Source: an optimization exercise on an open RTL-to-GDS flow (aim: small area, a short achievable clock period and few clock cycles). Production flows keep margins and buffers that such runs may drop. In this exercise RTL edits were held to simulation tests only and were not proved equivalent to the original. Power is estimated from default activity; no workload was simulated.

== v37 ==
==> flow/design.v <==
module clause_bitmap_builder #(
    parameter int INT_SIZE      = 32,
    parameter int CLAUSE_CHUNKS = 63
) (
    input  logic                clk,
    input  logic                rst_flag,
    input  logic                stop_flag,
    input  logic                start,
    input  logic                in_valid,
    output logic                in_ready,
    input  logic [31:0]         clause_chunk,
    input  logic [31:0]         clause_pos,
    input  logic                frame_done,
    output logic                rd_valid,
    input  logic                rd_ready,
    output logic [5:0]          rd_addr,
    output logic [INT_SIZE-1:0] rd_data,
    output logic                done,
    output logic                busy,
    output logic                err_range,
    output logic [15:0]         hit_count
);
    localparam int IDX_W = (CLAUSE_CHUNKS > 1) ? $clog2(CLAUSE_CHUNKS) : 1;
    localparam logic [IDX_W-1:0] LAST_IDX = IDX_W'(CLAUSE_CHUNKS - 1);
    logic               acc_reg;       
    logic               drain_reg;     
    logic               clr_reg;       
    logic               err_range_reg;
    logic [IDX_W-1:0]   index_reg;
    logic [INT_SIZE-1:0] words [CLAUSE_CHUNKS];
    logic               act;           
    logic               hit_fire;
    logic               hit_in_range;
    logic               hit_wr;
    logic [INT_SIZE-1:0] hit_mask;
    logic               unused_pos;
    assign act          = !rst_flag && !stop_flag;
    assign in_ready     = !(acc_o_n || stop_flag);
    assign hit_fire     = in_valid && acc_reg && !stop_flag && !start;
    assign hit_in_range = clause_chunk < 32'(CLAUSE_CHUNKS);
    assign hit_wr       = in_valid && acc_reg && !stop_flag;
    assign unused_pos   = ^clause_pos[31:5];
    logic       hi_zero;
    logic [7:0] sel_row, sel_col;
    logic [7:0] pos_hi;
    logic [3:0] pos_lo;
    assign hi_zero = (clause_chunk[31:6] == '0);
    always_comb begin
        for (int i = 0; i < 8; i++) begin
            sel_row[i] = hit_wr && hi_zero && clause_chunk[5:3] == 3'(i);
            sel_col[i] = clause_chunk[2:0] == 3'(i);
            pos_hi[i]  = clause_pos[4:2] == 3'(i);
        end
        for (int i = 0; i < 4; i++)
            pos_lo[i] = clause_pos[1:0] == 2'(i);
    end
    logic pop;
    assign pop = rd_ready && !stop_flag;
    localparam int HALF = (CLAUSE_CHUNKS + 1) / 2;
    logic [INT_SIZE-1:0] hit_mask_lo, hit_mask_hi;
    clause_bitmap_mask #(.W(INT_SIZE)) u_mask_lo (
        .pos_hi(pos_hi), .pos_lo(pos_lo), .mask(hit_mask_lo)
    );
    clause_bitmap_mask #(.W(INT_SIZE)) u_mask_hi (
        .pos_hi(pos_hi), .pos_lo(pos_lo), .mask(hit_mask_hi)
    );
    assign hit_mask = hit_mask_lo;
    genvar gi;
    generate
        for (gi = 0; gi < CLAUSE_CHUNKS - 1; gi++) begin : g_word
            clause_bitmap_word #(.W(INT_SIZE)) u_word (
                .clk(clk), .drain(drain_reg), .pop(pop), .clr(clr_reg),
                .row(sel_row[gi/8]), .col(sel_col[gi%8]),
                .mask(gi < HALF ? hit_mask_lo : hit_mask_hi),
                .nxt(words[gi+1]), .q(words[gi])
            );
        end
        begin : g_word_last
            clause_bitmap_word_last #(.W(INT_SIZE)) u_word (
                .clk(clk), .drain(drain_reg), .pop(pop), .clr(clr_reg),
                .row(sel_row[(CLAUSE_CHUNKS-1)/8]), .col(sel_col[(CLAUSE_CHUNKS-1)%8]),
                .mask(hit_mask_hi), .q(words[CLAUSE_CHUNKS-1])
            );
        end
    endgenerate
    logic             acc_next, drain_next, done_next;
    logic [IDX_W-1:0] index_next;
    always_comb begin
        acc_next   = acc_reg;
        drain_next = drain_reg;
        index_next = index_reg;
        done_next  = 1'b0;
        if (rst_flag) begin
            acc_next   = 1'b0;
            drain_next = 1'b0;
            index_next = '0;
        end else if (!stop_flag) begin
            if (start) begin
                acc_next   = 1'b1;
                drain_next = 1'b0;
                index_next = '0;
            end else if (acc_reg) begin
                if (frame_done) begin
                    acc_next   = 1'b0;
                    drain_next = 1'b1;
                    index_next = '0;
                end
            end else if (drain_reg && rd_ready) begin
                if (index_reg == LAST_IDX) begin
                    drain_next = 1'b0;
                    index_next = '0;
                    done_next  = 1'b1;
                end else begin
                    index_next = index_reg + 1'b1;
                end
            end
        end
    end
    always_ff @(posedge clk) begin
        clr_reg   <= start && act;
        acc_reg   <= acc_next;
        drain_reg <= drain_next;
        index_reg <= index_next;
    end
    always_ff @(posedge clk) begin
        if (rst_flag)
            err_range_reg <= 1'b0;
        else if (!stop_flag) begin
            if (start)
                err_range_reg <= 1'b0;
            else if (hit_fire && !hit_in_range)
                err_range_reg <= 1'b1;
        end
    end
    assign hit_count = 16'h0000;
    logic acc_o_n, drain_o_n, done_o_n;
    always_ff @(posedge clk) begin
        acc_o_n   <= !acc_next;
        drain_o_n <= !drain_next;
        done_o_n  <= !done_next;
    end
    assign rd_valid  = !(drain_o_n || stop_flag);
    assign rd_addr   = 6'(index_reg);
    assign rd_data   = words[0];
    assign done      = !(done_o_n || stop_flag);
    assign busy      = acc_reg || drain_reg;
    assign err_range = err_range_reg;
endmodule
module clause_bitmap_word #(
    parameter int W = 32
) (
    input  logic         clk,
    input  logic         drain,
    input  logic         pop,
    input  logic         clr,
    input  logic         row,
    input  logic         col,
    input  logic [W-1:0] mask,
    input  logic [W-1:0] nxt,
    output logic [W-1:0] q
);
    logic shift, hold, sel;
    clause_bitmap_word_ctl u_ctl (
        .drain(drain), .pop(pop), .clr(clr), .row(row), .col(col),
        .shift(shift), .hold(hold), .sel(sel)
    );
    always_ff @(posedge clk)
        q <= (q & {W{hold}}) | (nxt & {W{shift}}) | (mask & {W{sel}});
endmodule
module clause_bitmap_word_last #(
    parameter int W = 32
) (
    input  logic         clk,
    input  logic         drain,
    input  logic         pop,
    input  logic         clr,
    input  logic         row,
    input  logic         col,
    input  logic [W-1:0] mask,
    output logic [W-1:0] q
);
    logic shift, hold, sel;
    clause_bitmap_word_ctl u_ctl (
        .drain(drain), .pop(pop), .clr(clr), .row(row), .col(col),
        .shift(shift), .hold(hold), .sel(sel)
    );
    always_ff @(posedge clk)
        q <= (q & {W{hold}}) | (mask & {W{sel}});
endmodule
module clause_bitmap_word_ctl (
    input  logic drain,
    input  logic pop,
    input  logic clr,
    input  logic row,
    input  logic col,
    output logic shift,
    output logic hold,
    output logic sel
);
    assign shift = drain && pop;
    assign hold  = !shift && !clr;
    assign sel   = row && col;
endmodule
module clause_bitmap_mask #(
    parameter int W = 32
) (
    input  logic [7:0]   pos_hi,
    input  logic [3:0]   pos_lo,
    output logic [W-1:0] mask
);
    always_comb
        for (int i = 0; i < W; i++)
            mask[i] = pos_hi[i/4] && pos_lo[i%4];
endmodule
==> flow/config.mk <==
export PLATFORM = sky130hd
export DESIGN_NAME = clause_bitmap_builder
export DESIGN_NICKNAME = clause_bitmap_builder
export VERILOG_FILES = /design/flow/design.v
export SDC_FILE = /design/flow/constraint.sdc
export NUM_CORES = 4
export LEC_CHECK = 0
export CAP_MARGIN = 20
export CELL_PAD_IN_SITES_DETAIL_PLACEMENT = 1
export CORE_MARGIN = 2
export CORE_UTILIZATION = 30
export PLACE_DENSITY = 0.4
export SETUP_SLACK_MARGIN = 4.65
export SLEW_MARGIN = 20
export SYNTH_HIERARCHICAL = 1
export SYNTH_MINIMUM_KEEP_SIZE = 0
==> flow/constraint.sdc <==
create_clock -name core_clock -period 8.0 [get_ports {clk}]
set_input_delay 1.6000 -clock core_clock [delete_from_list [all_inputs] [get_ports {clk}]]
set_output_delay 1.6000 -clock core_clock [all_outputs]
set_load 0.01 [all_outputs]
standard.sh (not shown) runs the stock make flow with config.mk's settings and CLKGATE_MAP_FILE= SYNTH_SCRIPT=/design/flow/synth_recipe.tcl, a recipe that flattens the netlist after the stock synthesis.
==> flow/flow/run.sh <==
#!/bin/bash
set -euo pipefail
bash standard.sh MATCH_CELL_FOOTPRINT=0 \
    "BUFFER_PORTS_ARGS=-buffer_cell sky130_fd_sc_hd__buf_2" \
    "CTS_ARGS=-sink_clustering_enable -repair_clock_nets -sink_clustering_size 18 -sink_clustering_max_diameter 65 -buf_list {sky130_fd_sc_hd__clkbuf_4 sky130_fd_sc_hd__clkbuf_8} -dont_use_dummy_load" \
    finish > standard.log 2>&1
v37 went all the way through synthesis, placement and routing and the layout is clean on timing, DRC and antenna.
Testbench counts of v37, summed over its fixed seeds: cycles 18,031.
[inputs] v3 vs v37
- swapping 30 for 38 in CORE_UTILIZATION
- swapping 0.4 for 0.5 in PLACE_DENSITY
-- flow/flow/run.sh --
<<< v37, line 4
    "BUFFER_PORTS_ARGS=-buffer_cell sky130_fd_sc_hd__buf_2" \
>>> v3, line 4
    "BUFFER_PORTS_ARGS=-buffer_cell sky130_fd_sc_hd__buf_1" \
### Flow results
v3: sequential share of layout area 1.0 points above v37
The finished layout cell area of v3 falls short of that of v37 by 2.0%.
Proportion of total power due to net switching ends up higher on v37.
Between v37 and v3, the utilization is lower for v37.
Inserted tap cell count down about 20% in v3 wrt v37
v3 vs. v37: detailed-route wire length decreased by about 6% relative to the old numbers, global-route usage increased 3.7 points, number of placement rows decreased by 11% relative to the old numbers.
There was hardly any difference in maximum frequency from static timing analysis between v3 and v37.
Against v37 as the reference, v3 delivers a lower clock latency on the worst-skew pair.
Internal power was lower in the run labelled v3.
#### Input delta (v19 over v3)
- CORE_UTILIZATION: 38 -> 30
- PLACE_DENSITY: 0.5 -> 0.4
Findings:
| data required time at the worst endpoint | v19 vs v3 | ≈ equal |
Clock-buffer cell count was lower in the run labelled v3.
Going from v3 to v19, fraction of power consumed by the clock network +0.9 points; height of the chip +12%.
Comparing v19 and v3, area of the core is lower on v3.
On combinational group share of total power, v19 and v3 are basically level.
From v19 to v3, post-synthesis cell count did not move at all.
v19 vs v3: cell area up slightly
Power consumption delta (v19 − v3): unfavourable

-- separate check: timing with driven ports --
In the flow no input, the clock included, has a driving cell. The finished layouts below were timed again as built, in two steps.
Step 1 assumes that a clkbuf_16 drives the clock port and a buf_2 every other input.
Step 2 also shifts input and output timing later by t, the mid clock arrival at the registers, as if the neighbouring blocks saw the same clock.
a / b / c = ideal / step 1 / step 2; a / b = the first two.
run	t, ns	slack for setup (ns)	cell pins on the clock port's net
v37	0.997	4.501 / 4.446 / 3.766	1
v3	0.994	4.494 / 4.447 / 3.702	1
v19	1.025	4.491 / 4.443 / 3.693	1
After both steps every run listed still meets setup and hold. The setup slack of v19, which loses most, moves by -0.048 ns with the drivers and by -0.798 ns with both steps.
